This is an optimization exercise on Yosys and OpenROAD, whose aim is a short achievable clock period and few clock cycles, not a production implementation. Function was checked by simulation only, so behaviour that the tests miss may differ from the original. No activity file was given, so power comes from the tool's default toggle rates.

==> flow/run.sh <==
#!/bin/bash
# synth_recipe.tcl (not shown) runs the flow's synth.tcl, then flattens the netlist and writes it again
# the make line also repeats each setting of config.mk as NAME=value (left out here)
make -C /OpenROAD-flow-scripts/flow DESIGN_CONFIG=/design/flow/config.mk WORK_HOME=/design/flow/orfs CLKGATE_MAP_FILE= SYNTH_SCRIPT=/design/flow/synth_recipe.tcl finish
==> flow/config.mk <==
export PLATFORM = sky130hd
export DESIGN_NAME = cpu_top
export DESIGN_NICKNAME = cpu_top
export VERILOG_FILES = /design/flow/design.v
export SDC_FILE = /design/flow/constraint.sdc
export NUM_CORES = 4
export LEC_CHECK = 0
export CAP_MARGIN = 20
export CORE_MARGIN = 2
export CORE_UTILIZATION = 40
export SLEW_MARGIN = 20
==> flow/constraint.sdc <==
create_clock -name core_clock -period 10.0 [get_ports {clk}]
set_input_delay 2.0000 -clock core_clock [delete_from_list [all_inputs] [get_ports {clk}]]
set_output_delay 2.0000 -clock core_clock [all_outputs]
set_load 0.01 [all_outputs]
==> flow/design.v <==
package cpu_pkg;
    localparam int xlen   = 32;
    localparam int addr_w = 16;
    typedef logic [xlen-1:0]   word_t;
    typedef logic [addr_w-1:0] addr_t;
    typedef logic [4:0]        reg_idx_t;
    localparam logic [6:0] op_reg    = 7'b0110011;
    localparam logic [6:0] op_imm    = 7'b0010011;
    localparam logic [6:0] op_load   = 7'b0000011;
    localparam logic [6:0] op_store  = 7'b0100011;
    localparam logic [6:0] op_branch = 7'b1100011;
    localparam logic [6:0] op_lui    = 7'b0110111;
    localparam logic [6:0] op_auipc  = 7'b0010111;
    localparam logic [6:0] op_jal    = 7'b1101111;
    localparam logic [6:0] op_jalr   = 7'b1100111;
    typedef struct packed {
        addr_t addr;
        word_t wdata;
        logic  rd;
        logic  wr;
    } data_req_t;
endpackage
`timescale 1ns/1ns
import cpu_pkg::*;
module decoder (
    input  logic [31:0] instr,
    output logic        use1,       
    output logic        use2,       
    output logic        use_imm,    
    output logic        we,         
    output logic        is_load,
    output logic        is_store,
    output logic        is_beq,
    output logic        is_bne,
    output logic        is_jal,
    output logic        is_jalr,
    output logic        is_lui,
    output logic        is_auipc,
    output logic [9:0]  alu_sel,    
    output logic [31:0] imm
);
    logic [6:0] opc;
    logic [2:0] f3;
    logic       alt;
    logic       is_op, is_opimm, is_br;
    assign opc = instr[6:0];
    assign f3  = instr[14:12];
    assign is_op    = opc == op_reg;
    assign is_opimm = opc == op_imm;
    assign is_load  = opc == op_load;
    assign is_store = opc == op_store;
    assign is_br    = opc == op_branch;
    assign is_lui   = opc == op_lui;
    assign is_auipc = opc == op_auipc;
    assign is_jal   = opc == op_jal;
    assign is_jalr  = opc == op_jalr;
    assign is_beq   = is_br && f3 == 3'b000;
    assign is_bne   = is_br && f3 == 3'b001;
    assign use1    = is_op | is_opimm | is_load | is_store | is_beq | is_bne | is_jalr;
    assign use2    = is_op | is_store | is_beq | is_bne;
    assign use_imm = is_opimm | is_load | is_store | is_jalr;
    assign we      = (is_op | is_opimm | is_load | is_lui | is_auipc | is_jal | is_jalr)
                     && instr[11:7] != 5'd0;
    assign alt = is_op ? instr[30] : (f3 == 3'b101 && instr[30]);
    always_comb begin
        alu_sel = 10'b0;
        if (is_op || is_opimm) begin
            case (f3)
                3'b000:  alu_sel[alt ? 1 : 0] = 1'b1;
                3'b001:  alu_sel[7] = 1'b1;
                3'b010:  alu_sel[5] = 1'b1;
                3'b011:  alu_sel[6] = 1'b1;
                3'b100:  alu_sel[4] = 1'b1;
                3'b101:  alu_sel[alt ? 9 : 8] = 1'b1;
                3'b110:  alu_sel[3] = 1'b1;
                default: alu_sel[2] = 1'b1;
            endcase
        end else begin
            alu_sel[0] = 1'b1;
        end
    end
    always_comb begin
        case (opc)
            op_store:
                imm = {{20{instr[31]}}, instr[31:25], instr[11:7]};
            op_branch:
                imm = {{20{instr[31]}}, instr[7], instr[30:25], instr[11:8], 1'b0};
            op_lui, op_auipc:
                imm = {instr[31:12], 12'b0};
            op_jal:
                imm = {{12{instr[31]}}, instr[19:12], instr[20], instr[30:21], 1'b0};
            default:
                imm = {{20{instr[31]}}, instr[31:20]};
        endcase
    end
endmodule
`timescale 1ns/1ns
import cpu_pkg::*;
module reg_file (
    input  logic        clk,
    input  logic        rst,
    input  logic        en,
    input  logic [4:0]  rs1,
    input  logic [4:0]  rs2,
    input  logic [4:0]  rd,
    input  logic        we,
    input  logic [31:0] wdata,
    output logic [31:0] rs1_data,
    output logic [31:0] rs2_data
);
    logic [31:0] regs [31:1];
    always_ff @(posedge clk) begin
        if (!rst) begin
            for (integer i = 1; i < 32; i = i + 1) begin
                regs[i] <= '0;
            end
        end else if (en && we && rd != 5'd0) begin
            regs[rd] <= wdata;
        end
    end
    assign rs1_data = (rs1 == 5'd0) ? 32'd0 : regs[rs1];
    assign rs2_data = (rs2 == 5'd0) ? 32'd0 : regs[rs2];
endmodule
`timescale 1ns/1ns
import cpu_pkg::*;
module alu (
    input  logic [31:0] a,
    input  logic [31:0] b,
    input  logic [9:0]  sel,
    output logic [31:0] result
);
    logic [31:0] sum, diff, sl, srl_, sra_;
    logic        lt, ltu;
    assign sum  = a + b;
    assign diff = a - b;
    assign lt   = $signed(a) < $signed(b);
    assign ltu  = a < b;
    assign sl   = a << b[4:0];
    assign srl_ = a >> b[4:0];
    assign sra_ = $signed(a) >>> b[4:0];
    assign result = ({32{sel[0]}} & sum)
                  | ({32{sel[1]}} & diff)
                  | ({32{sel[2]}} & (a & b))
                  | ({32{sel[3]}} & (a | b))
                  | ({32{sel[4]}} & (a ^ b))
                  | ({32{sel[5]}} & {31'b0, lt})
                  | ({32{sel[6]}} & {31'b0, ltu})
                  | ({32{sel[7]}} & sl)
                  | ({32{sel[8]}} & srl_)
                  | ({32{sel[9]}} & sra_);
endmodule
`timescale 1ns/1ns
import cpu_pkg::*;
module cpu_top (
    input  logic               clk,
    input  logic               rst,
    input  logic               rdy,
    output logic               inst_fetch,
    output cpu_pkg::addr_t     inst_addr,
    input  cpu_pkg::word_t     instruction,
    output cpu_pkg::data_req_t data_req,
    input  cpu_pkg::word_t     read_data
);
    logic [31:0] f_pc;           
    logic        d_valid;        
    logic [31:0] d_pc;
    logic        e_valid;
    logic        e_hold;         
    logic        e_w1, e_w2;     
    logic        e_useimm;
    logic [31:0] e_a, e_b, e_sd;
    logic [31:0] e_alt;          
    logic        e_altsel;
    logic [31:0] e_tgt;          
    logic [31:0] e_pc4;
    logic [9:0]  e_sel;
    logic        e_we, e_ld, e_st, e_beq, e_bne, e_jal, e_jalr;
    logic [4:0]  e_rd;
    logic        m_we, m_ld;
    logic [4:0]  m_rd;
    logic [31:0] m_res;
    logic        dc_use1, dc_use2, dc_useimm, dc_we, dc_ld, dc_st;
    logic        dc_beq, dc_bne, dc_jal, dc_jalr, dc_lui, dc_auipc;
    logic [9:0]  dc_sel;
    logic [31:0] dc_imm;
    logic [4:0]  rs1, rs2, rd;
    logic [31:0] rf1, rf2;
    logic [31:0] fw1, fw2;
    logic        wait1, wait2;
    logic [31:0] d_tgt, d_pc4;
    logic [31:0] m_val;
    logic [31:0] e_res;
    assign rs1 = instruction[19:15];
    assign rs2 = instruction[24:20];
    assign rd  = instruction[11:7];
    decoder u_decoder (
        .instr    (instruction),
        .use1     (dc_use1),
        .use2     (dc_use2),
        .use_imm  (dc_useimm),
        .we       (dc_we),
        .is_load  (dc_ld),
        .is_store (dc_st),
        .is_beq   (dc_beq),
        .is_bne   (dc_bne),
        .is_jal   (dc_jal),
        .is_jalr  (dc_jalr),
        .is_lui   (dc_lui),
        .is_auipc (dc_auipc),
        .alu_sel  (dc_sel),
        .imm      (dc_imm)
    );
    assign m_val = m_ld ? read_data : m_res;
    reg_file u_reg_file (
        .clk      (clk),
        .rst      (rst),
        .en       (rdy),
        .rs1      (rs1),
        .rs2      (rs2),
        .rd       (m_rd),
        .we       (m_we),
        .wdata    (m_val),
        .rs1_data (rf1),
        .rs2_data (rf2)
    );
    always_comb begin
        if (rs1 == 5'd0)                 fw1 = 32'd0;
        else if (e_we && e_rd == rs1)    fw1 = e_res;
        else if (m_we && m_rd == rs1)    fw1 = m_val;
        else                             fw1 = rf1;
        if (rs2 == 5'd0)                 fw2 = 32'd0;
        else if (e_we && e_rd == rs2)    fw2 = e_res;
        else if (m_we && m_rd == rs2)    fw2 = m_val;
        else                             fw2 = rf2;
    end
    assign wait1 = dc_use1 && e_we && e_ld && e_rd == rs1;
    assign wait2 = dc_use2 && e_we && e_ld && e_rd == rs2;
    assign d_tgt = d_pc + dc_imm;
    assign d_pc4 = d_pc + 32'd4;
    logic [31:0] alu_res;
    logic        eq, taken, redirect;
    logic [31:0] jalr_tgt, rtgt, fetch_pc;
    logic [15:0] daddr;
    alu u_alu (
        .a      (e_a),
        .b      (e_b),
        .sel    (e_sel),
        .result (alu_res)
    );
    assign e_res = e_altsel ? e_alt : alu_res;
    assign eq       = e_a == e_b;
    assign taken    = e_jal || (e_beq && eq) || (e_bne && !eq);
    assign jalr_tgt = (e_a + e_b) & 32'hffff_fffe;
    assign redirect = !e_hold && (e_jalr || (taken && e_tgt != d_pc));
    assign rtgt     = e_jalr ? jalr_tgt : e_tgt;
    assign fetch_pc = redirect ? rtgt : f_pc;
    assign daddr = e_a[15:0] + e_b[15:0];
    assign inst_fetch = rdy && rst && !e_hold;
    assign inst_addr  = fetch_pc[15:0];
    always_comb begin
        data_req.addr  = daddr;
        data_req.wdata = e_sd;
        data_req.rd    = rdy && rst && e_ld && !e_hold;
        data_req.wr    = rdy && rst && e_st && !e_hold;
    end
    always_ff @(posedge clk) begin
        if (!rst) begin
            f_pc    <= 32'd0;
            d_valid <= 1'b0;
            d_pc    <= 32'd0;
            e_valid <= 1'b0;
            e_hold  <= 1'b0;
            e_w1    <= 1'b0;
            e_w2    <= 1'b0;
            e_we    <= 1'b0;
            e_ld    <= 1'b0;
            e_st    <= 1'b0;
            e_beq   <= 1'b0;
            e_bne   <= 1'b0;
            e_jal   <= 1'b0;
            e_jalr  <= 1'b0;
            m_we    <= 1'b0;
            m_ld    <= 1'b0;
        end else if (rdy) begin
            if (e_hold) begin
                if (e_w1) e_a <= read_data;
                if (e_w2) begin
                    e_sd <= read_data;
                    if (!e_useimm) e_b <= read_data;
                end
                e_hold <= 1'b0;
                e_w1   <= 1'b0;
                e_w2   <= 1'b0;
                m_we   <= 1'b0;
                m_ld   <= 1'b0;
            end else begin
                f_pc    <= fetch_pc + 32'd4;
                d_valid <= 1'b1;
                d_pc    <= fetch_pc;
                if (d_valid && !redirect) begin
                    e_valid <= 1'b1;
                    e_hold  <= wait1 || wait2;
                    e_w1    <= wait1;
                    e_w2    <= wait2;
                    e_we    <= dc_we;
                    e_ld    <= dc_ld;
                    e_st    <= dc_st;
                    e_beq   <= dc_beq;
                    e_bne   <= dc_bne;
                    e_jal   <= dc_jal;
                    e_jalr  <= dc_jalr;
                end else begin
                    e_valid <= 1'b0;
                    e_hold  <= 1'b0;
                    e_w1    <= 1'b0;
                    e_w2    <= 1'b0;
                    e_we    <= 1'b0;
                    e_ld    <= 1'b0;
                    e_st    <= 1'b0;
                    e_beq   <= 1'b0;
                    e_bne   <= 1'b0;
                    e_jal   <= 1'b0;
                    e_jalr  <= 1'b0;
                end
                e_useimm <= dc_useimm;
                e_a      <= fw1;
                e_b      <= dc_useimm ? dc_imm : fw2;
                e_sd     <= fw2;
                e_sel    <= dc_sel;
                e_altsel <= dc_lui | dc_auipc | dc_jal | dc_jalr;
                e_alt    <= dc_lui ? dc_imm : (dc_auipc ? d_tgt : d_pc4);
                e_tgt    <= d_tgt;
                e_pc4    <= d_pc4;
                e_rd     <= rd;
                m_we  <= e_we;
                m_ld  <= e_ld;
                m_rd  <= e_rd;
                m_res <= e_res;
            end
        end
    end
endmodule
==> metrics.csv, run 1 <==
stage;metric;value;unit
run_status;outcome;finished clean;
setup_path;CP Launch Type;flop;
synth;most used flip-flop cell after synthesis;edfxtp_1;
die;die area;199000;um2
die;IO Pins;134;
power;Static Leakage;31.6;nW
setup_path;Setup CP Type;reg -> out;
cts;Hold-fix buffers, CTS;0;
final_layout;fillcell total;17500;
synth;Post-synth EDFFs;1238;
synth;Yosys top cell area share;47.6;%
timing;Period Utilization, post-route;76.1;%
power;sw frac;27.9;%
routing;DRC Markers;0;
power;Clk pwr share;38.3;%
synth;synth unique cells;108;
cts;Num CTS Buffers;143;
final_layout;FF/Latch Area;38700;um2
timing;Worst-Margin Slew;1230;ps
global_routing;grt total ovfl;0;
routing;ANT nets after route;0;
timing;RSZ-0062 raised after global routing;false;
cts;Post-CTS Resized;0;
timing;max_slew headroom;17.2;%
power;sequential fraction of design power;46.2;%
final_layout;Area Overhead vs Synth;12.0;%
timing;endpoints failing setup;0;
place;GP Congestion;0.984;
timing;Slew Limit Fails;0;
routing;total vias in the final route;59400;
cts;H-tree levels;4;
final_layout;multi-input logic area;37100;um2
setup_path;Reg2Reg Launch Point;e_b[1];
synth;most frequent cell after synthesis;nor2_1;
routing;post-DR vias/cell;6.58;
final_layout;NumNets Final;6576;
timing;Setup Skew;49.9;ps
routing;DR iter-0 viols;8966;
synth;number of synthesized register bits;1313;
synth;Seq/Total Area, Yosys;49.6;%
place;DP HPWL;204000;um
die;Starting Density;40.1;%
routing;final WL;317000;um
synth;synth warn;3;
routing;met3 WL;35300;um
cts;post-CTS setup buffer count;0;
global_routing;first-pass GRT wire length;439000;um
synth;Mapped Avg Cell Area;12.1;um2
synth;Yosys top cell by area;edfxtp_1;
die;# rows;162;
min_path;Hold Crit Class;reg -> reg;
power;Max IR drop VDD;0.168;mV
cts;CTS Sinks;1313;
timing;Fin Setup TNS;0;ps
global_routing;vias in the first global route;57500;
min_path;hold wc startpoint;f_pc[25];
power;Int Power;9.96;mW
synth;Commonest cells post-synth;1356 x nor2_1, 1238 x edfxtp_1, 696 x mux4_2, 440 x clkbuf_1, 425 x nand2_1;
routing;wl on met1;113000;um
power;Pwr per Cell Area;158;nW/um2
setup_path;critical path fanouts, max;33;
cts;TritonCTS clock tree;done;
flow_run;Max Cap Viol;0;
global_routing;initial antenna violation count;10;
setup_path;Crit. End Element;output port;
global_routing;largest net degree at the start of global routing;120;
routing;uppermost layer routed;met5;
global_routing;Overall Global Routing Usage;31.4;%
routing;DRT Pass-1 Iters;7;
min_path;Hold Path Depth;2;
power;sw power;3.86;mW
timing;Peak Freq;131;MHz
cts;Clock Pin Slew Worst Setup and Hold Paths;60;ps
final_layout;share of cells above drive strength 1;19.9;%
cts;clk buf depth;3;
die;core area;194000;um2
power;Tot Pwr;13.8;mW
place;Port-buffer cells;133;
setup_path;r2r worst-path depth;16;
timing;Tmin final;7610;ps
synth;FFs w/ async S/R, synth;0;%
power;Comb pwr share;15.5;%
setup_path;CP required;8000;ps
cts;root buffer cell;clkbuf_16;
routing;WL met2;148000;um
die;die span in x;446;um
die;Die Y;446;um
routing;WL/cell;35.1;um
timing;Final Hold Vio Count;0;
synth;Synth area leaders;edfxtp_1 48%, mux4_2 20%, nor2_1 6.5%, ha_1 2.2%, clkbuf_1 2.1%;
setup_path;WP data arrival;5610;ps
setup_path;CP startpoint;e_b[1];
synth;Cell Area, Synth;78000;um2
synth;Post-Syn Instances;6450;
cts;clock latency on the worst-skew pair;800;ps
[metrics by stage]
step / area [um2] / std cells / hold slack, ps / setup slack, ps / utilization (%)
after floorplan: 78100 / 6481 / 443 / 3080 / -
after global placement: 82300 / 8744 / 452 / 2340 / 42.3
after detailed placement: 82400 / 8748 / 459 / 2320 / 42.4
after global routing: 87400 / 9025 / 486 / 2270 / 44.9
after CTS: 87000 / 9008 / 469 / 2540 / 44.7
final: 87400 / 9027 / 469 / 2390 / 45.0
[cell families after synthesis]
group,after synthesis,share of synthesized area [%]
flops,1313,49.6
compound gates,1042,8.77
fa+ha+maj,143,2.32
xor+xnor,159,1.78
buf+inv,775,3.90
mux,833,21.9
other cells,1,0.00481
simple gates,2184,11.8
[worst paths after layout]
| kind | to | slack (ps) |
|---|---|---|
| max reg2reg | e_a[29] | 3780 |
| min reg2reg | f_pc[25] | 470 |
| max | inst_addr[11] | 2390 |
| min | f_pc[25] | 470 |
[cell usage in the layout, fill, tap and decap left out, types with 20 or more instances in the layout]
cell | Yosys | routed
nor2_1 | 1356 | 1355
edfxtp_1 | 1238 | 1238
mux4_2 | 696 | 696
nand2_1 | 425 | 365
a21oi_1 | 287 | 285
o21ai_0 | 229 | 228
inv_1 | 183 | 182
buf_4 | 17 | 172
clkbuf_16 | 0 | 148
ha_1 | 140 | 140
clkdlybuf4s50_1 | 0 | 122
a211oi_1 | 101 | 92
mux2i_1 | 114 | 82
xnor2_1 | 82 | 82
xor2_1 | 77 | 77
nand3_1 | 76 | 73
dfxtp_1 | 75 | 73
nor3_1 | 71 | 70
nand2_2 | 1 | 61
a21o_1 | 54 | 54
nor2b_1 | 51 | 51
o211ai_1 | 46 | 46
clkbuf_1 | 440 | 34
clkinv_1 | 6 | 33
conb_1 | 1 | 32
nor4_1 | 29 | 29
nand4_1 | 29 | 29
nand2b_1 | 29 | 29
mux2i_4 | 0 | 28
a22oi_1 | 27 | 27
a31oi_1 | 25 | 25
o21a_1 | 24 | 24
clkinv_2 | 0 | 24
mux2_2 | 22 | 22
o31ai_1 | 22 | 22
and3_1 | 23 | 20
o22ai_1 | 20 | 20
[area by class of cell]
| class | count | share of cell area [%] |
|---|---|---|
| antenna | 4 | 0.0115 |
| inverter | 191 | 0.826 |
| clock buffer | 180 | 4.33 |
| multi-input combinational | 4393 | 42.4 |
| tap | 2542 | 3.64 |
| timing repair buffer | 324 | 3.61 |
| clock inverter | 80 | 0.888 |
| sequential | 1313 | 44.3 |
[power by group through the flow]
stage,clock network [mW],registers (mW),logic [mW]
floorplan,0,6.42,1.29
global placement,0,6.48,2.06
finish,5.29,6.38,2.14
global route,5.52,6.40,2.23
CTS,5.31,6.38,2.08
detailed placement,0,6.49,2.07
[layer usage]
layer	GRT usage, %	vias to the layer above
met4	17.7	4
met1	39.4	30300
met5	0	-
li1	-	24200
met2	50.1	4098
met3	7.30	825
[worst max-delay path: stages, from the launching register on]
cell	delay [ps]
edfxtp_1	320
buf_4	420
clkinv_1	270
buf_4	280
ha_1	370
a211oi_1	120
o21ai_0	580
a21oi_1	220
o21ai_0	340
nor2_1	90
xnor2_1	690
a221o_1	470
clkdlybuf4s50_1	610
[flip-flops by register name (all words and copies together) (netlist names), 5 cells and up]
signal and flops:
e_sd 32, e_a 32, e_tgt 32, d_pc 30, u_reg_file.regs 1024, m_rd 5
e_b 32, e_sel 10, f_pc 32, e_alt 32, m_res 32, e_rd 5
Testbench counts, summed over its fixed seeds: cycles 62,656.
==> inputs of run 2 (changes only) <==
--- a/flow/design.v
+++ b/flow/design.v
@@ -173,6 +173,8 @@
     logic        e_altsel;
     logic [31:0] e_tgt;          
     logic [31:0] e_pc4;
+    logic [15:0] e_pc;           
+    logic        e_seq;          
     logic [9:0]  e_sel;
     logic        e_we, e_ld, e_st, e_beq, e_bne, e_jal, e_jalr;
     logic [4:0]  e_rd;
@@ -251,9 +253,30 @@
     assign eq       = e_a == e_b;
     assign taken    = e_jal || (e_beq && eq) || (e_bne && !eq);
     assign jalr_tgt = (e_a + e_b) & 32'hffff_fffe;
-    assign redirect = !e_hold && (e_jalr || (taken && e_tgt != d_pc));
-    assign rtgt     = e_jalr ? jalr_tgt : e_tgt;
+    assign redirect = !e_hold && (e_jalr || (taken ? e_tgt != d_pc : !e_seq));
+    assign rtgt     = e_jalr ? jalr_tgt : (taken ? e_tgt : e_pc4);
     assign fetch_pc = redirect ? rtgt : f_pc;
+    localparam int btb_n = 8;
+    localparam int btb_k = 3;
+    logic              btb_v   [btb_n];
+    logic [15:btb_k+2] btb_tag [btb_n];
+    logic [31:0]       btb_tgt [btb_n];
+    logic [btb_k-1:0]  f_idx, e_idx;
+    logic              btb_hit;
+    logic [31:0]       pred_pc;
+    assign f_idx   = fetch_pc[btb_k+1:2];
+    assign e_idx   = e_pc[btb_k+1:2];
+    assign btb_hit = btb_v[f_idx] && btb_tag[f_idx] == fetch_pc[15:btb_k+2];
+    assign pred_pc = btb_hit ? btb_tgt[f_idx] : fetch_pc + 32'd4;
+    always_ff @(posedge clk) begin
+        if (!rst) begin
+            for (integer i = 0; i < btb_n; i = i + 1) btb_v[i] <= 1'b0;
+        end else if (rdy && !e_hold && taken && e_tgt != {e_pc4[31:16], e_pc} + 32'd4) begin
+            btb_v[e_idx]   <= 1'b1;
+            btb_tag[e_idx] <= e_pc[15:btb_k+2];
+            btb_tgt[e_idx] <= e_tgt;
+        end
+    end
     assign daddr = e_a[15:0] + e_b[15:0];
     assign inst_fetch = rdy && rst && !e_hold;
     assign inst_addr  = fetch_pc[15:0];
@@ -279,6 +302,7 @@
             e_bne   <= 1'b0;
             e_jal   <= 1'b0;
             e_jalr  <= 1'b0;
+            e_seq   <= 1'b1;
             m_we    <= 1'b0;
             m_ld    <= 1'b0;
         end else if (rdy) begin
@@ -294,7 +318,7 @@
                 m_we   <= 1'b0;
                 m_ld   <= 1'b0;
             end else begin
-                f_pc    <= fetch_pc + 32'd4;
+                f_pc    <= pred_pc;
                 d_valid <= 1'b1;
                 d_pc    <= fetch_pc;
                 if (d_valid && !redirect) begin
@@ -331,6 +355,8 @@
                 e_alt    <= dc_lui ? dc_imm : (dc_auipc ? d_tgt : d_pc4);
                 e_tgt    <= d_tgt;
                 e_pc4    <= d_pc4;
+                e_pc     <= d_pc[15:0];
+                e_seq    <= !(d_valid && !redirect) || f_pc == d_pc4;
                 e_rd     <= rd;
                 m_we  <= e_we;
                 m_ld  <= e_ld;
--- a/flow/config.mk
+++ b/flow/config.mk
@@ -5,7 +5,9 @@
 export SDC_FILE = /design/flow/constraint.sdc
 export NUM_CORES = 4
 export LEC_CHECK = 0
+export ABC_CLOCK_PERIOD_IN_PS = 4000
 export CAP_MARGIN = 20
 export CORE_MARGIN = 2
 export CORE_UTILIZATION = 40
+export SETUP_SLACK_MARGIN = 5
 export SLEW_MARGIN = 20
==> run 2 against run 1 <==
Still clean on timing, DRC and antenna; worst hold slack lost 2.8 ps; global-route usage shrank 0.79 points; flip-flop and latch count grew 401; total power grew 34%; cell count grew 26%; wire length grew 21%; worst setup slack gained 820 ps; sequential share of layout area grew 0.57 points; sequential power grew 31%; clock skew grew 76 ps; clock-buffer cell count grew 44; synthesized cell count grew 21%; highest routed layer unchanged.
==> metrics.csv, run 2 <==
stage;metric;value;unit
setup_path;r2r worst-path depth;24;
die;die area;241000;um2
synth;Synth Area in Compound Gates;8.89;%
synth;Adder-Cell Fraction of Synth Area;1.87;%
routing;total vias in the final route;73300;
synth;Post-synth EDFFs;1628;
cts;TritonCTS clock tree;done;
routing;WL/cell;33.6;um
timing;Period Utilization, post-route;67.9;%
cts;CTS Sinks;1714;
setup_path;internal reg-to-reg setup slack;3480;ps
global_routing;Overall Global Routing Usage;30.6;%
setup_path;Crit. End Element;output port;
setup_path;WP data arrival;4790;ps
synth;most used flip-flop cell after synthesis;edfxtp_1;
cts;clock latency on the worst-skew pair;880;ps
final_layout;Area Overhead vs Synth;19.0;%
synth;Yosys top cell by area;edfxtp_1;
min_path;hold endpoint;btb_v[3];
final_layout;share of cells above drive strength 1;25.2;%
cts;root buffer cell;clkbuf_16;
synth;FFs w/ async S/R, synth;0;%
synth;Synth Area in Simple Gates;12.2;%
synth;Yosys top cell area share;51.6;%
cts;H-tree levels;4;
die;Starting Density;40.3;%
routing;DR iter-0 viols;10500;
die;die span in x;491;um
synth;Seq/Total Area, Yosys;53.4;%
final_layout;Top reg by flops;u_reg_file.regs;
routing;post-DR vias/cell;6.45;
synth;most frequent cell after synthesis;edfxtp_1;
routing;DRC Markers;0;
global_routing;largest net degree at the start of global routing;164;
cts;Num CTS Buffers;188;
die;# rows;178;
synth;Commonest cells post-synth;1628 x edfxtp_1, 1348 x nor2_1, 666 x mux4_2, 666 x nand2_1, 556 x clkbuf_1;
power;Pwr per Cell Area;164;nW/um2
timing;Worst-Margin Slew;1200;ps
setup_path;CP Launch Type;flop;
timing;Peak Freq;147;MHz
power;Tot Pwr;18.5;mW
routing;final WL;382000;um
synth;largest family of logic cells by synthesized area;multiplexers;
setup_path;reg2reg end;f_pc[17];
global_routing;vias in the first global route;69500;
final_layout;biggest regs;u_reg_file.regs (1024), btb_tgt (256), btb_tag (88);
final_layout;most common cell after layout, fill and taps aside;edfxtp_1;
timing;endpoints failing setup;0;
min_path;hold wc startpoint;btb_v[3];
place;DP HPWL;239000;um
timing;Final Hold Vio Count;0;
synth;synth unique cells;93;
synth;xor and xnor fraction of the mapped netlist area;2.15;%
final_layout;Largest register FFs;1024;
timing;final hold slack;466;ps
timing;Tmin final;6790;ps
setup_path;Setup CP Type;reg -> out;
final_layout;multi-input logic area;43900;um2
global_routing;grt total ovfl;0;
timing;Slew Limit Fails;0;
die;core area;235000;um2
synth;Post-Syn Instances;7806;
cts;clk buf depth;3;
setup_path;CP required;8000;ps
place;Port-buffer cells;133;
synth;Cell Area, Synth;94800;um2
power;Max IR drop VDD;0.240;mV
final_layout;FF/Latch Area;50600;um2
die;IO Pins;134;
global_routing;first-pass GRT wire length;529000;um
min_path;Hold Crit Class;reg -> reg;
synth;Mapped Avg Cell Area;12.1;um2
power;Static Leakage;40.7;nW
place;GP Congestion;0.995;
run_status;outcome;finished clean;
die;Die Y;491;um
cts;Clock Pin Slew Worst Setup and Hold Paths;70;ps
setup_path;critical path fanouts, max;8;
synth;Synth area leaders;edfxtp_1 52%, mux4_2 16%, nor2_1 5.3%, nand2_1 2.6%, clkbuf_1 2.2%;
flow_run;Max Cap Viol;0;
timing;max_slew headroom;20.2;%
timing;Setup Skew;126;ps
routing;DRT Pass-1 Iters;6;
routing;ANT nets after route;0;
timing;RSZ-0062 raised after global routing;true;
setup_path;Reg2Reg Launch Point;e_a[25];
synth;number of synthesized register bits;1714;
timing;Fin Setup TNS;0;ps
final_layout;NumNets Final;8245;
synth;proportion of synthesized area in mux cells;17.8;%
global_routing;initial antenna violation count;33;
final_layout;commonest cells after routing, fill and taps aside;1628 x edfxtp_1, 1329 x nor2_1, 666 x mux4_2;
final_layout;fillcell total;20500;
min_path;Hold Path Depth;1;
synth;synth warn;3;
## run 2: repair_timing
item | CTS | global route
gates cloned | 23 | 6
pin swaps | 89 | 108
setup buffers | 218 | 103
hold buffers | 0 | 0
gates resized for setup | 557 | 210
endpoints found under the setup margin | 561 | 464
## run 2: worst max-delay path, stage by stage (launching register included)
cell        delay, ps
edfxtp_1          430
inv_2             110
ha_4              240
or4_4             590
or4b_4            620
or4b_4            560
nand2_8            90
buf_12            110
mux2_4            290
mux2_4            260
a21boi_1          120
buf_4             160
clkinvlp_4        190
buf_6             180
## run 2: stage by stage
stage | util [%] | std cells | instance area (um2) | setup WS (ps)
final | 48.0 | 11400 | 113000 | 3210
after global routing | 47.9 | 11400 | 113000 | 3160
after CTS | 47.1 | 11200 | 111000 | 3200
after detailed placement | 42.6 | 10600 | 100000 | 2130
after global placement | 42.6 | 10600 | 100000 | 2200
after floorplan | - | 7837 | 95800 | 3670
## run 2: kinds of logic (layout without fill, tap and decap cells)
group	Yosys count	after routing
xor gates and xnor gates	233	233
other	1	42
AOI/OAI and AO/OA	1272	1273
muxes	847	847
buffers and inverters	912	1274
and+or+nand+nor	2687	2687
DFF	1714	1714
adders and majority gates	140	140
## run 2: layer usage
layer	part of all wire (%)	GRT usage [%]	wire length [um]	vias up
met5	0.028	0	108	-
met4	6.4	16.6	24600	16
met3	12	8.09	45500	1119
met2	46	47.7	175000	5183
met1	36	39.0	137000	37000
li1	-	-	-	29900
## run 2: worst max path at each step
stage / from / end / cells after the start
floorplan: rdy / btb_tag[0][0] / 8
global placement: e_b[1] / f_pc[24] / 20
detailed placement: e_b[1] / f_pc[7] / 20
CTS: e_a[10] / inst_addr[12] / 13
global route: e_a[8] / inst_addr[12] / 13
finish: e_a[25] / inst_addr[12] / 13
## run 2: report_power, final
group | internal (mW) | switching (mW) | total, mW
clock | 3.95 | 3.14 | 7.09
sequential | 8.11 | 0.228 | 8.33
combinational | 1.22 | 1.90 | 3.12
total | 13.3 | 5.26 | 18.5
## run 2: area by class of cell
cell class	count	share of cell area [%]
repair inverters	6	0.0621
multi-input cells	5212	38.9
inverters	228	0.868
flip-flops and latches	1714	44.8
diodes	10	0.0222
repair buffers	688	6.26
clock buffers	224	4.31
clock inverters	128	1.25
well taps	3150	3.49
Testbench counts of run 2, summed over its fixed seeds: cycles 59,481.
==> inputs of run 3 (changes only) <==
--- a/flow/design.v
+++ b/flow/design.v
@@ -164,17 +164,22 @@
     logic [31:0] f_pc;           
     logic        d_valid;        
     logic [31:0] d_pc;
+    logic        d_pred;         
     logic        e_valid;
     logic        e_hold;         
     logic        e_w1, e_w2;     
     logic        e_useimm;
     logic [31:0] e_a, e_b, e_sd;
+    logic        e_eq;           
+    logic [15:0] e_ea;           
+    logic        e_c16;          
     logic [31:0] e_alt;          
     logic        e_altsel;
     logic [31:0] e_tgt;          
+    logic [31:0] e_pc;
     logic [31:0] e_pc4;
-    logic [15:0] e_pc;           
-    logic        e_seq;          
+    logic        e_imm4;         
+    logic        e_pred;
     logic [9:0]  e_sel;
     logic        e_we, e_ld, e_st, e_beq, e_bne, e_jal, e_jalr;
     logic [4:0]  e_rd;
@@ -187,9 +192,10 @@
     logic [31:0] dc_imm;
     logic [4:0]  rs1, rs2, rd;
     logic [31:0] rf1, rf2;
-    logic [31:0] fw1, fw2;
+    logic [31:0] fw1, fw2, opb;
     logic        wait1, wait2;
     logic [31:0] d_tgt, d_pc4;
+    logic [16:0] d_ea;
     logic [31:0] m_val;
     logic [31:0] e_res;
     assign rs1 = instruction[19:15];
@@ -237,12 +243,14 @@
     end
     assign wait1 = dc_use1 && e_we && e_ld && e_rd == rs1;
     assign wait2 = dc_use2 && e_we && e_ld && e_rd == rs2;
+    assign opb   = dc_useimm ? dc_imm : fw2;
+    assign d_ea  = {1'b0, fw1[15:0]} + {1'b0, dc_imm[15:0]};
     assign d_tgt = d_pc + dc_imm;
     assign d_pc4 = d_pc + 32'd4;
     logic [31:0] alu_res;
-    logic        eq, taken, redirect;
-    logic [31:0] jalr_tgt, rtgt, fetch_pc;
-    logic [15:0] daddr;
+    logic        taken, redirect;
+    logic [15:0] jalr_hi;
+    logic [31:0] jalr_tgt, tk_pc, nt_pc, fetch_pc;
     alu u_alu (
         .a      (e_a),
         .b      (e_b),
@@ -250,47 +258,53 @@
         .result (alu_res)
     );
     assign e_res = e_altsel ? e_alt : alu_res;
-    assign eq       = e_a == e_b;
-    assign taken    = e_jal || (e_beq && eq) || (e_bne && !eq);
-    assign jalr_tgt = (e_a + e_b) & 32'hffff_fffe;
-    assign redirect = !e_hold && (e_jalr || (taken ? e_tgt != d_pc : !e_seq));
-    assign rtgt     = e_jalr ? jalr_tgt : (taken ? e_tgt : e_pc4);
-    assign fetch_pc = redirect ? rtgt : f_pc;
+    assign taken    = e_jalr || ((e_jal || (e_beq && e_eq) || (e_bne && !e_eq)) && !e_imm4);
+    assign redirect = !e_hold && (taken != e_pred);
+    assign jalr_hi  = e_a[31:16] + e_b[31:16] + {15'd0, e_c16};
+    assign jalr_tgt = {jalr_hi, e_ea[15:1], 1'b0};
+    assign tk_pc    = e_jalr ? jalr_tgt : (e_pred ? f_pc : e_tgt);
+    assign nt_pc    = e_pred ? e_pc4 : f_pc;
+    assign fetch_pc = taken ? tk_pc : nt_pc;
     localparam int btb_n = 8;
     localparam int btb_k = 3;
     logic              btb_v   [btb_n];
-    logic [15:btb_k+2] btb_tag [btb_n];
+    logic [31:btb_k+2] btb_tag [btb_n];
     logic [31:0]       btb_tgt [btb_n];
     logic [btb_k-1:0]  f_idx, e_idx;
     logic              btb_hit;
     logic [31:0]       pred_pc;
     assign f_idx   = fetch_pc[btb_k+1:2];
     assign e_idx   = e_pc[btb_k+1:2];
-    assign btb_hit = btb_v[f_idx] && btb_tag[f_idx] == fetch_pc[15:btb_k+2];
+    assign btb_hit = btb_v[f_idx] && btb_tag[f_idx] == fetch_pc[31:btb_k+2];
     assign pred_pc = btb_hit ? btb_tgt[f_idx] : fetch_pc + 32'd4;
     always_ff @(posedge clk) begin
         if (!rst) begin
             for (integer i = 0; i < btb_n; i = i + 1) btb_v[i] <= 1'b0;
-        end else if (rdy && !e_hold && taken && e_tgt != {e_pc4[31:16], e_pc} + 32'd4) begin
+        end else if (rdy && !e_hold && taken && !e_jalr && !e_pred) begin
             btb_v[e_idx]   <= 1'b1;
-            btb_tag[e_idx] <= e_pc[15:btb_k+2];
+            btb_tag[e_idx] <= e_pc[31:btb_k+2];
             btb_tgt[e_idx] <= e_tgt;
         end
     end
-    assign daddr = e_a[15:0] + e_b[15:0];
     assign inst_fetch = rdy && rst && !e_hold;
     assign inst_addr  = fetch_pc[15:0];
     always_comb begin
-        data_req.addr  = daddr;
+        data_req.addr  = e_ea;
         data_req.wdata = e_sd;
         data_req.rd    = rdy && rst && e_ld && !e_hold;
         data_req.wr    = rdy && rst && e_st && !e_hold;
     end
+    logic [31:0] h_a, h_b;
+    logic [16:0] h_ea;
+    assign h_a  = e_w1 ? read_data : e_a;
+    assign h_b  = (e_w2 && !e_useimm) ? read_data : e_b;
+    assign h_ea = {1'b0, h_a[15:0]} + {1'b0, e_b[15:0]};
     always_ff @(posedge clk) begin
         if (!rst) begin
             f_pc    <= 32'd0;
             d_valid <= 1'b0;
             d_pc    <= 32'd0;
+            d_pred  <= 1'b0;
             e_valid <= 1'b0;
             e_hold  <= 1'b0;
             e_w1    <= 1'b0;
@@ -302,16 +316,17 @@
             e_bne   <= 1'b0;
             e_jal   <= 1'b0;
             e_jalr  <= 1'b0;
-            e_seq   <= 1'b1;
+            e_pred  <= 1'b0;
             m_we    <= 1'b0;
             m_ld    <= 1'b0;
         end else if (rdy) begin
             if (e_hold) begin
-                if (e_w1) e_a <= read_data;
-                if (e_w2) begin
-                    e_sd <= read_data;
-                    if (!e_useimm) e_b <= read_data;
-                end
+                e_a    <= h_a;
+                e_b    <= h_b;
+                e_eq   <= h_a == h_b;
+                e_ea   <= h_ea[15:0];
+                e_c16  <= h_ea[16];
+                if (e_w2) e_sd <= read_data;
                 e_hold <= 1'b0;
                 e_w1   <= 1'b0;
                 e_w2   <= 1'b0;
@@ -321,6 +336,7 @@
                 f_pc    <= pred_pc;
                 d_valid <= 1'b1;
                 d_pc    <= fetch_pc;
+                d_pred  <= btb_hit;
                 if (d_valid && !redirect) begin
                     e_valid <= 1'b1;
                     e_hold  <= wait1 || wait2;
@@ -333,6 +349,7 @@
                     e_bne   <= dc_bne;
                     e_jal   <= dc_jal;
                     e_jalr  <= dc_jalr;
+                    e_pred  <= d_pred;
                 end else begin
                     e_valid <= 1'b0;
                     e_hold  <= 1'b0;
@@ -345,18 +362,22 @@
                     e_bne   <= 1'b0;
                     e_jal   <= 1'b0;
                     e_jalr  <= 1'b0;
+                    e_pred  <= 1'b0;
                 end
                 e_useimm <= dc_useimm;
                 e_a      <= fw1;
-                e_b      <= dc_useimm ? dc_imm : fw2;
+                e_b      <= opb;
                 e_sd     <= fw2;
+                e_eq     <= fw1 == fw2;
+                e_ea     <= d_ea[15:0];
+                e_c16    <= d_ea[16];
                 e_sel    <= dc_sel;
                 e_altsel <= dc_lui | dc_auipc | dc_jal | dc_jalr;
                 e_alt    <= dc_lui ? dc_imm : (dc_auipc ? d_tgt : d_pc4);
                 e_tgt    <= d_tgt;
+                e_pc     <= d_pc;
                 e_pc4    <= d_pc4;
-                e_pc     <= d_pc[15:0];
-                e_seq    <= !(d_valid && !redirect) || f_pc == d_pc4;
+                e_imm4   <= dc_imm == 32'd4;
                 e_rd     <= rd;
                 m_we  <= e_we;
                 m_ld  <= e_ld;
--- a/flow/config.mk
+++ b/flow/config.mk
@@ -5,7 +5,7 @@
 export SDC_FILE = /design/flow/constraint.sdc
 export NUM_CORES = 4
 export LEC_CHECK = 0
-export ABC_CLOCK_PERIOD_IN_PS = 4000
+export ABC_CLOCK_PERIOD_IN_PS = 2000
 export CAP_MARGIN = 20
 export CORE_MARGIN = 2
 export CORE_UTILIZATION = 40
==> run 3 against run 2 <==
Clock-buffer cell count up 31; worst hold slack worse by 13 ps; via count up 5.2%; die area up 9.1%; critical endpoint is now e_ea[15]; largest power group unchanged; highest routed layer unchanged.
==> metrics.csv, run 3 <==
stage;metric;value;unit
run_status;outcome;finished clean;
die;Starting Density;40.2;%
synth;Cell Area, Synth;103000;um2
timing;Tmin final;5610;ps
final_layout;Finished Layout Cells;11800;
synth;Post-synth EDFFs;1791;
global_routing;largest net degree at the start of global routing;158;
final_layout;share of cells above drive strength 1;24.6;%
routing;DRC Markers;0;
setup_path;CP Launch Type;primary input;
synth;Mapped Avg Cell Area;12.9;um2
final_layout;most common cell after layout, fill and taps aside;edfxtp_1;
synth;Commonest cells post-synth;1791 x edfxtp_1, 1326 x nor2_1, 785 x mux4_2, 621 x nand2_1, 473 x clkbuf_1;
cts;CTS Sinks;1878;
synth;Adder-Cell Fraction of Synth Area;2.09;%
place;DP HPWL;260000;um
cts;Num CTS Buffers;200;
global_routing;vias in the first global route;74400;
setup_path;Setup CP Type;in -> reg;
timing;Setup Skew;114;ps
synth;Synth area leaders;edfxtp_1 52%, mux4_2 17%, nor2_1 4.8%, mux2i_1 2.8%, nand2_1 2.3%;
global_routing;grt total ovfl;0;
timing;Slew Limit Fails;0;
routing;post-DR vias/cell;6.54;
min_path;Hold Crit Class;reg -> reg;
cts;Hold-fix buffers, CTS;0;
die;die area;263000;um2
routing;total vias in the final route;77100;
synth;largest family of logic cells by synthesized area;multiplexers;
timing;RSZ-0062 raised after global routing;true;
synth;Post-Syn Instances;8032;
synth;synth warn;3;
timing;Final Hold Vio Count;0;
die;die span in x;513;um
power;Pwr per Cell Area;166;nW/um2
place;GP Congestion;0.985;
final_layout;commonest cells after routing, fill and taps aside;1791 x edfxtp_1, 1309 x nor2_1, 785 x mux4_2;
flow_run;Max Cap Viol;0;
min_path;hold wc startpoint;btb_v[2];
setup_path;CP startpoint;instruction[15];
timing;max_slew headroom;19.9;%
synth;Yosys top cell area share;52.0;%
power;Static Leakage;43.6;nW
setup_path;critical path fanouts, max;24;
cts;H-tree levels;4;
setup_path;Crit. End Element;flop;
timing;Peak Freq;178;MHz
timing;Worst-Margin Slew;1190;ps
setup_path;CP required;10570;ps
timing;endpoints failing setup;0;
routing;DR iter-0 viols;11800;
die;# rows;186;
global_routing;initial antenna violation count;40;
final_layout;Largest register FFs;1024;
cts;clock latency on the worst-skew pair;920;ps
final_layout;Top reg by flops;u_reg_file.regs;
die;IO Pins;134;
synth;most used flip-flop cell after synthesis;edfxtp_1;
setup_path;Reg2Reg Launch Point;e_a[28];
global_routing;first-pass GRT wire length;586000;um
synth;Seq/Total Area, Yosys;53.7;%
synth;Synth Area in Compound Gates;7.83;%
cts;root buffer cell;clkbuf_16;
final_layout;biggest regs;u_reg_file.regs (1024), btb_tgt (256), btb_tag (216);
synth;most frequent cell after synthesis;edfxtp_1;
place;Area after DPL;109000;um2
final_layout;NumNets Final;8440;
die;Die Y;513;um
cts;clk buf depth;3;
timing;Fin Setup TNS;0;ps
place;total placed cells including tap cells;11100;
routing;ANT nets after route;0;
global_routing;Overall Global Routing Usage;31.7;%
synth;Synth Area in Simple Gates;9.89;%
synth;synth unique cells;94;
synth;FFs w/ async S/R, synth;0;%
final_layout;post-route cell area;122000;um2
timing;Period Utilization, post-route;56.1;%
routing;final WL;426000;um
synth;xor and xnor fraction of the mapped netlist area;2.16;%
final_layout;Area Overhead vs Synth;17.5;%
synth;proportion of synthesized area in mux cells;20.8;%
power;Max IR drop VDD;0.193;mV
synth;Yosys top cell by area;edfxtp_1;
die;core area;257000;um2
routing;WL/cell;36.2;um
cts;Clock Pin Slew Worst Setup and Hold Paths;60;ps
setup_path;WP data arrival;6180;ps
cts;TritonCTS clock tree;done;
routing;DRT Pass-1 Iters;6;
place;Port-buffer cells;133;
synth;number of synthesized register bits;1878;
run 3: changes by cell type in the layout (fill, tap and decap cells not counted), moves of 44 or more:
cell / change
mux2_2: +44
mux2i_1: +145
xnor2_1: +51
mux4_2: +119
edfxtp_1: +163
nand3_1: -61
nand2_1: -44
a211oi_1: -55
buf_4: -75
buf_6: -47
a21oi_1: +52
run 3: final timing paths:
kind / end / slack, ps / cells after the start
max: e_ea[15] / 4390 / 15
max reg2reg: e_ea[14] / 4460 / 25
min: btb_v[2] / 450 / 1
min reg2reg: btb_v[2] / 450 / 1
run 3: worst max-delay path, stage by stage:
cell,delay (ps)
buf_16,140
clkbuf_8,350
mux4_2,560
mux4_2,510
mux2i_2,470
nand2_1,140
a32o_1,380
ha_1,380
or3_1,360
o211ai_1,100
buf_4,160
o2111ai_2,110
a21oi_2,150
xnor2_1,70
mux2_2,250
run 3: power by group:
part | internal [mW] | total (mW) | switching [mW]
Clock | 4.55 | 7.92 | 3.36
Combinational | 1.24 | 3.22 | 1.97
Sequential | 8.86 | 9.08 | 0.217
run 3: final cells by class:
| cell class | instances | area (um2) |
|---|---|---|
| fill | 22400 | 136000 |
| sequential | 1878 | 55500 |
| multi-input combinational | 5268 | 46600 |
| timing repair buffer | 612 | 7110 |
| clock buffer | 255 | 5280 |
| tap | 3384 | 4230 |
| clock inverter | 119 | 1690 |
| inverter | 241 | 962 |
| antenna | 21 | 52.6 |
| timing repair inverter | 3 | 26.3 |
run 3: layer usage:
metal  global-route usage (%)  share of wire, %
met5                        0             0.025
met4                     20.4               7.5
met3                     7.79                12
met2                     48.1                45
met1                     40.5                36
run 3: kinds of logic (layout without fill, tap and decap cells):
group                      after synthesis  count (layout)
AOI/OAI and AO/OA                     1224            1224
xor gates and xnor gates               255             255
adders and majority gates              169             169
buffers and inverters                  924            1230
DFF                                   1878            1878
muxes                                 1155            1159
other                                    1              53
and+or+nand+nor                       2426            2429
run 3: timing repair:
| item | 4_1_cts | 5_1_grt |
|---|---|---|
| gates cloned | 48 | 6 |
| resized for setup | 426 | 140 |
| pin swaps | 69 | 65 |
| setup endpoints to repair | 599 | 221 |
| buffers inserted | 139 | 53 |
run 3: stage by stage:
step | worst slack, ps | hold slack, ps | util [%] | total power [mW]
6_report | 4390 | 453 | 47.3 | 20.2
5_1_grt | 4320 | 467 | 47.3 | 20.6
4_1_cts | 4400 | 454 | 46.7 | 20.1
3_5_place_dp | 2240 | 439 | 42.5 | 12.1
3_3_place_gp | 2150 | 433 | 42.4 | 12.0
2_1_floorplan | 3140 | 422 | - | 10.9
Testbench counts of run 3, summed over its fixed seeds: cycles 59,491.

separate check: timing with driven ports:
In the flow no input, the clock included, has a driving cell. The finished layouts below were timed again as built, in two steps. Step 1, drivers: a clkbuf_16 drives clk and a buf_2 each remaining input, both assumed. Step 2 moves the port delays by t, midway between the first and last clock arrival at a register: inputs arrive t later, outputs are due t later. That takes back most of the time a late clock gives input paths. Three values: ideal, step 1, step 2; two values: the first two.
run | shift t [ns] | setup WS [ns] | worst register clock-pin slew, ns | worst slew at a driven data input, ns
run 1 | 0.864 | 2.394 / 2.309 / 2.226 | 0.07 / 0.07 | 0.11
run 2 | 0.931 | 3.215 / 3.119 / 3.034 | 0.07 / 0.07 | 0.27
run 3 | 0.968 | 4.393 / 3.952 / 2.985 | 0.07 / 0.07 | 0.63
After both steps setup and hold are still met in every run listed. The setup slack of run 3, which loses most, moves by -0.441 ns with the drivers and by -1.408 ns with both steps.
